Source: an optimization exercise on an open RTL-to-GDS flow (aim: small area, a short achievable clock period and few clock cycles). Production flows keep margins and buffers that such runs may drop.
The RTL was checked by simulation tests, not by an equivalence proof against the original design.
Power is estimated from default activity; no workload was simulated.

Design dram_responder, start of the top module:
module dram_responder (
    input  logic       clk,
    input  logic       rst,
    input  logic [7:0] dram_addr,
    input  logic [7:0] dram_din,
    input  logic       dram_write,
    output logic [7:0] dram_dout,
    input  logic       cpu_idle,
    output logic       host_busy,
    input  logic [7:0] host_in_data,
    input  logic       host_in_valid,
    output logic       host_in_ready,
    output logic [7:0] host_out_data,
    output logic       host_out_valid,
    input  logic       host_out_ready,
    output logic       cmd_err
);
    logic       busy_q, s_addr_q, s_len_q, s_load_q, s_dump_q;
    logic       rdy_q;       
    logic       dump_q;      
    logic       last_q;      
    logic [7:0] ptr_q;       
    logic [15:0] plo_q, phi_q;   
    logic [7:0] cnt_q;       
    logic       stall_q, err_q;
    logic       busy_a_q, idle_w_q;
    logic in_ready, in_fire, out_fire, cmd_ok, is_dump, stall, step, fin;
    logic [7:0] cnt_dec;
    assign in_ready = (cpu_idle && !busy_q) || rdy_q;
    assign in_fire  = host_in_valid && in_ready;
    assign out_fire = s_dump_q && host_out_ready;
    assign is_dump  = (host_in_data == dram_responder_pkg::HOST_CMD_DUMP);
  ...
Size in the first run: ~4600 cells after synthesis, ~2200 flip-flops, ~79000 µm² of cells after synthesis.
export LEC_CHECK = 0
export CAP_MARGIN = 20
export CORE_MARGIN = 2
export CORE_UTILIZATION = 60
export PLACE_DENSITY = 0.7
export SETUP_SLACK_MARGIN = 2.9
export SLEW_MARGIN = 20
export SYNTH_HIERARCHICAL = 1
export SYNTH_MINIMUM_KEEP_SIZE = 0
export TNS_END_PERCENT = 100
create_clock -name core_clock -period 5.5 [get_ports {clk}]
standard.sh (not shown) runs the stock make flow with config.mk's settings and CLKGATE_MAP_FILE= SYNTH_SCRIPT=/design/flow/synth_recipe.tcl, a recipe that flattens the netlist after the stock synthesis.
==> flow/flow/run.sh <==
#!/bin/bash
# The standard layout (standard.sh, with the standard synthesis), except
# that the input and output port buffers are plain buffers
# (sky130_fd_sc_hd__buf_4) instead of the delay cell buffer_ports picks by
# default. Every port still gets its own buffer.
set -euo pipefail
bash standard.sh "BUFFER_PORTS_ARGS=-buffer_cell sky130_fd_sc_hd__buf_4" finish > standard.log 2>&1
Testbench counts at the start, summed over its fixed seeds: cycles 22,524.
Change:
--- a/flow/config.mk
+++ b/flow/config.mk
@@ -10,5 +10,5 @@
 export CORE_UTILIZATION = 60
 export PLACE_DENSITY = 0.7
-export SETUP_SLACK_MARGIN = 2.9
+export SETUP_SLACK_MARGIN = 2.5
 export SLEW_MARGIN = 20
 export SYNTH_HIERARCHICAL = 1
What happened: The changed run passed the timing, DRC and antenna checks; register-to-register slack gets worse by 0.27 ns; wire length is lower by 3.6%; non-clock buffer count shrinks by 90; worst setup slack improves by 0.046 ns; global-route usage drops by 0.12 points; worst hold slack degrades by 0.0055 ns; cell count goes down by 1.4%; via count is lower by 2.4%.

* * *

## build 73
dram_responder, a different RTL version from the one above (not shown whole).
Size in the first run: about 4600 cells after synthesis, roughly 0.080 mm² of cells after synthesis.
## dram_responder
module dram_responder (
    input  logic       clk,
    input  logic       rst,
    input  logic [7:0] dram_addr,
    input  logic [7:0] dram_din,
    input  logic       dram_write,
    output logic [7:0] dram_dout,
    input  logic       cpu_idle,
    output logic       host_busy,
    input  logic [7:0] host_in_data,
    input  logic       host_in_valid,
    output logic       host_in_ready,
    output logic [7:0] host_out_data,
    output logic       host_out_valid,
    input  logic       host_out_ready,
    output logic       cmd_err
);
clock: 5.5 ns
lec_check: 0
cap_margin: 20
core_margin: 2
core_utilization: 60
cts_cluster_diameter: 90
cts_cluster_size: 25
place_density: 0.7
setup_slack_margin: 2.8
slew_margin: 20
synth_hierarchical: 1
synth_minimum_keep_size: 0
tns_end_percent: 100
Scripts as last shown in full above: flow/flow/run.sh
Testbench counts of build 73, summed over its fixed seeds: cycles 22,524.
The inputs of build 82 differ from those of build 73 as listed below.
Settings: SETUP_SLACK_MARGIN now 2.65, was 2.8.
Results
Build 82 vs build 73: total vias in the final route down in build 82. Higher final routed wirelength across all metal layers was reported by build 73, not build 82. On cell internal power dissipation, build 73 tracks build 82 almost exactly.
Relative to build 82, the following input files were edited for build 29:
Settings: a change of SETUP_SLACK_MARGIN from 2.65 to 3.2.
==> comparison <==
Both conditions hold for build 29: the flow ran to the end and the final layout passed the timing, DRC and antenna checks.
Build 29 vs build 82 on number of antenna violations at the first check in global routing: build 29 is the lower one.
Per the comparison of build 29 with build 82, maximum net fanout on the critical path closely matched the old numbers, non-clock buffer count now larger, via density per instance rose by about 0.4%, sequential cell area share fell 3.8 points.
Going from build 82 to build 29, routability congestion estimate from global placement shrinks by 0.90%.
For build 57, these inputs were changed with respect to build 29:
Settings: SETUP_SLACK_MARGIN now 2.5, was 3.2.
==> comparison <==
Diff build 29..build 57 | max-cap violation count | unchanged. Build 57: PASS, flow complete, no timing, DRC or antenna violations. Side by side, post-route cell area turned out lower in build 57 than in build 29. Between build 57 and build 29, it is build 57 whose proportion of cell area occupied by multi-input gates is lower, by 2.3 points. Summary of build 57 over build 29: sequential share of layout area went up 3.9 points, sum of internal, switching and leakage power went down 0.95%, number of buffers inserted to repair setup after CTS went down about 80%.

* * *

Setup of exp/juniper:
The RTL this note starts from:
==> flow/design.v <==
package dram_responder_pkg;
    localparam logic [7:0] HOST_CMD_LOAD = 8'h01;
    localparam logic [7:0] HOST_CMD_DUMP = 8'h02;
    typedef enum logic [2:0] {
        S_CMD,
        S_ADDR,
        S_LEN,
        S_LOAD,
        S_DUMP_RD,
        S_DUMP_TX
    } host_state_e;
    function automatic logic [8:0] len_to_cnt(input logic [7:0] len);
        len_to_cnt = (len == 8'd0) ? 9'd256 : {1'b0, len};
    endfunction
endpackage
module dram_responder_sp_sram (
    input  logic       clk,
    input  logic       rst,
    input  logic       we_i,
    input  logic [7:0] addr_i,
    input  logic [7:0] wdata_i,
    input  logic       re_i,
    output logic [7:0] rdata_o
);
    logic [15:0] lo_n, hi_n, hiw_n;
    dram_responder_dec4 u_dec_lo (.a_i(addr_i[3:0]), .en_i(1'b1), .y_no(lo_n));
    dram_responder_dec4 u_dec_hi (.a_i(addr_i[7:4]), .en_i(1'b1), .y_no(hi_n));
    dram_responder_dec4 u_dec_hw (.a_i(addr_i[7:4]), .en_i(we_i), .y_no(hiw_n));
    logic [255:0] rsel, wen;
    logic [7:0]   mem_q [256];
    for (genvar i = 0; i < 256; i++) begin : g_word
        dram_responder_nor2 u_rsel (.a(lo_n[i % 16]), .b(hi_n[i / 16]), .y(rsel[i]));
        dram_responder_nor2 u_wen  (.a(lo_n[i % 16]), .b(hiw_n[i / 16]), .y(wen[i]));
        always_ff @(posedge clk) begin
            if (wen[i]) mem_q[i] <= wdata_i;
        end
    end
    logic [7:0] rd_n;
    for (genvar b = 0; b < 8; b++) begin : g_bit
        logic [31:0]  t1;
        logic [7:0]   t2_n;
        logic [1:0]   t3;
        for (genvar i = 0; i < 32; i++) begin : g_t1
            dram_responder_ao8 u (
                .w({mem_q[8*i+7][b], mem_q[8*i+6][b], mem_q[8*i+5][b], mem_q[8*i+4][b],
                    mem_q[8*i+3][b], mem_q[8*i+2][b], mem_q[8*i+1][b], mem_q[8*i][b]}),
                .s(rsel[8*i +: 8]), .y(t1[i]));
        end
        for (genvar i = 0; i < 8; i++) begin : g_t2
            dram_responder_nor4 u (.a(t1[4*i]), .b(t1[4*i+1]), .c(t1[4*i+2]),
                                   .d(t1[4*i+3]), .y(t2_n[i]));
        end
        for (genvar i = 0; i < 2; i++) begin : g_t3
            dram_responder_nand4 u (.a(t2_n[4*i]), .b(t2_n[4*i+1]), .c(t2_n[4*i+2]),
                                    .d(t2_n[4*i+3]), .y(t3[i]));
        end
        dram_responder_nor2 u_t4 (.a(t3[0]), .b(t3[1]), .y(rd_n[b]));
    end
    logic [7:0] rdata_q;
    always_ff @(posedge clk or posedge rst) begin
        if (rst) begin
            rdata_q <= '0;
        end else if (re_i) begin
            rdata_q <= ~rd_n;
        end
    end
    assign rdata_o = rdata_q;
endmodule
module dram_responder_dec4 (
    input  logic [3:0]  a_i,
    input  logic        en_i,
    output logic [15:0] y_no
);
    always_comb begin
        for (int k = 0; k < 16; k++) y_no[k] = !(en_i && (a_i == 4'(k)));
    end
endmodule
module dram_responder_nor2 (
    input  logic a, b,
    output logic y
);
    assign y = !(a || b);
endmodule
module dram_responder_ao8 (
    input  logic [7:0] w,
    input  logic [7:0] s,
    output logic       y
);
    assign y = |(w & s);
endmodule
module dram_responder_nand4 (
    input  logic a, b, c, d,
    output logic y
);
    assign y = !(a && b && c && d);
endmodule
module dram_responder_nor4 (
    input  logic a, b, c, d,
    output logic y
);
    assign y = !(a || b || c || d);
endmodule
module dram_responder (
    input  logic       clk,
    input  logic       rst,
    input  logic [7:0] dram_addr,
    input  logic [7:0] dram_din,
    input  logic       dram_write,
    output logic [7:0] dram_dout,
    input  logic       cpu_idle,
    output logic       host_busy,
    input  logic [7:0] host_in_data,
    input  logic       host_in_valid,
    output logic       host_in_ready,
    output logic [7:0] host_out_data,
    output logic       host_out_valid,
    input  logic       host_out_ready,
    output logic       cmd_err
);
    logic       busy_q, s_addr_q, s_len_q, s_load_q, s_dump_q;
    logic       rdy_q;       
    logic       dump_q;      
    logic       last_q;      
    logic [7:0] ptr_q;       
    logic [7:0] cnt_q;       
    logic       stall_q, err_q;
    logic       busy_a_q, idle_w_q;
    logic in_ready, in_fire, out_fire, cmd_ok, is_dump, stall, step, fin;
    logic [7:0] cnt_dec;
    assign in_ready = (cpu_idle && !busy_q) || rdy_q;
    assign in_fire  = host_in_valid && in_ready;
    assign out_fire = s_dump_q && host_out_ready;
    assign is_dump  = (host_in_data == dram_responder_pkg::HOST_CMD_DUMP);
    assign cmd_ok   = (host_in_data == dram_responder_pkg::HOST_CMD_LOAD) || is_dump;
    assign stall    = !busy_q && host_in_valid && !cpu_idle;
    assign cnt_dec  = cnt_q - 8'd1;
    assign step     = (s_load_q && host_in_valid) || out_fire;
    assign fin      = last_q && step;
    always_ff @(posedge clk or posedge rst) begin
        if (rst) begin
            busy_q   <= 1'b0;
            s_addr_q <= 1'b0;
            s_len_q  <= 1'b0;
            s_load_q <= 1'b0;
            s_dump_q <= 1'b0;
            rdy_q    <= 1'b0;
            stall_q  <= 1'b0;
            err_q    <= 1'b0;
        end else begin
            stall_q <= stall;
            err_q   <= (!busy_q && in_fire && !cmd_ok) || (stall && !stall_q) || (busy_q && dram_write);
            if (!busy_q) begin
                if (in_fire && cmd_ok) begin
                    busy_q   <= 1'b1;
                    s_addr_q <= 1'b1;
                    rdy_q    <= 1'b1;
                end
            end else if (s_addr_q) begin
                if (host_in_valid) begin
                    s_addr_q <= 1'b0;
                    s_len_q  <= 1'b1;
                end
            end else if (s_len_q) begin
                if (host_in_valid) begin
                    s_len_q  <= 1'b0;
                    s_load_q <= !dump_q;
                    s_dump_q <= dump_q;
                    rdy_q    <= !dump_q;
                end
            end else if (fin) begin
                busy_q   <= 1'b0;
                s_load_q <= 1'b0;
                s_dump_q <= 1'b0;
                rdy_q    <= 1'b0;
            end
        end
    end
    logic busy_d;
    always_comb begin
        busy_d = busy_q;
        if (!busy_q) busy_d = in_fire && cmd_ok;
        else if (!s_addr_q && !s_len_q && fin) busy_d = 1'b0;
    end
    always_ff @(posedge clk) begin
        busy_a_q <= busy_d;
        idle_w_q <= !busy_d;
        if (!busy_q) begin
            dump_q <= is_dump;
        end
        if (s_addr_q && host_in_valid) begin
            ptr_q <= host_in_data;
        end else if (step || (s_len_q && host_in_valid && dump_q)) begin
            ptr_q <= ptr_q + 8'd1;
        end
        if (s_len_q && host_in_valid) begin
            cnt_q  <= host_in_data;
            last_q <= (host_in_data == 8'd1);
        end else if (step) begin
            cnt_q  <= cnt_dec;
            last_q <= (cnt_dec == 8'd1);
        end
    end
    logic       mem_we, mem_re;
    logic [7:0] mem_addr, mem_wdata, mem_rdata;
    assign mem_we    = idle_w_q ? dram_write : (s_load_q && host_in_valid);
    assign mem_wdata = idle_w_q ? dram_din : host_in_data;
    assign mem_addr  = busy_a_q ? ptr_q : dram_addr;
    assign mem_re    = !s_dump_q || host_out_ready;
    dram_responder_sp_sram u_ram (
        .clk    (clk),
        .rst    (rst),
        .we_i   (mem_we),
        .addr_i (mem_addr),
        .wdata_i(mem_wdata),
        .re_i   (mem_re),
        .rdata_o(mem_rdata)
    );
    assign dram_dout      = mem_rdata;
    assign host_out_data  = mem_rdata;
    assign host_out_valid = s_dump_q;
    assign host_in_ready  = in_ready;
    assign host_busy      = busy_q;
    assign cmd_err        = err_q;
endmodule
export LEC_CHECK = 0
export CAP_MARGIN = 20
export CORE_MARGIN = 2
export CORE_UTILIZATION = 60
export PLACE_DENSITY = 0.7
export SETUP_SLACK_MARGIN = 2.5
export SLEW_MARGIN = 20
export SYNTH_HIERARCHICAL = 1
export SYNTH_MINIMUM_KEEP_SIZE = 0
export TNS_END_PERCENT = 5
create_clock -name core_clock -period 5.5 [get_ports {clk}]
Scripts as last shown in full above: flow/flow/run.sh
exp/juniper completed; timing, DRC and antenna clean
Testbench counts of exp/juniper, summed over its fixed seeds: cycles 22,524.
Input-level comparison between exp/fjord and exp/juniper:
==> flow/run.sh (new file) <==
#!/bin/bash
# synth_recipe.tcl (not shown) runs the flow's synth.tcl, then flattens the netlist and writes it again
# the make line also repeats each setting of config.mk as NAME=value (left out here)
make -C /OpenROAD-flow-scripts/flow DESIGN_CONFIG=/design/flow/config.mk WORK_HOME=/design/flow/orfs CLKGATE_MAP_FILE= SYNTH_SCRIPT=/design/flow/synth_recipe.tcl finish
removed: flow/flow/run.sh
removed: flow/standard.sh
## What came out
[compare] base=exp/juniper new=exp/fjord: worst hold slack now larger, clock power went down about 5%, total negative slack for setup checks held steady, routed wire length rose 2400 um. As of exp/fjord, cell area had risen slightly compared to exp/juniper. Changes observed in exp/fjord relative to exp/juniper: number of buffers inserted by port buffering has remained practically unchanged; count of final hold-check violations held. exp/juniper -> exp/fjord: number of instances in the synthesized netlist flat. In the flow results for exp/fjord and exp/juniper, the overall global routing resource usage is smaller on exp/juniper. Looking at fraction of area in clock buffers and inverters, exp/fjord sits 0.54 points below exp/juniper. Antenna violation net count after detailed routing: exp/juniper vs exp/fjord identical.

## what the ideal ports hide
The flow's constraints put no driver on any port. The routed layouts listed below were extracted and timed again, unchanged, in two steps. Step 1 assumes that a clkbuf_16 drives the clock port and a buf_2 every other input. Step 2 adds t to the input delays and takes it off the output delays; t is the mean of the earliest and latest rising clock arrival at the registers after step 1. Input paths then give back, and output paths get back, about the clock's delay inside the block. Slacks: no drivers / after step 1 / after step 2; pairs: no drivers / after step 1.
| run | t, ns | setup slack, ns | worst setup path at the end | latest minus earliest clock arrival (ns) |
|---|---|---|---|---|
| the first run of note 1 | 0.899 | 2.312 / 2.224 / 1.784 | input to register | 0.038 / 0.039 |
| the second run of note 1 | 0.907 | 2.358 / 2.273 / 1.631 | input to register | 0.037 / 0.036 |
| build 73 | 0.820 | 2.655 / 2.576 / 1.851 | input to register | 0.039 / 0.039 |
| build 82 | 0.832 | 2.593 / 2.508 / 1.821 | input to register | 0.046 / 0.046 |
| build 29 | 0.830 | 2.671 / 2.593 / 2.076 | input to register | 0.059 / 0.058 |
| build 57 | 0.829 | 2.495 / 2.432 / 1.655 | input to register | 0.043 / 0.043 |
| exp/juniper | 0.891 | 1.808 / 1.808 / 1.045 | input to register | 0.041 / 0.041 |
| exp/fjord | 0.891 | 1.991 / 1.998 / 1.129 | input to register | 0.026 / 0.027 |
After both steps setup and hold are still met in every run listed. For exp/fjord, which loses most, drivers alone change the setup slack by +0.007 ns; drivers and shift together by -0.862 ns.
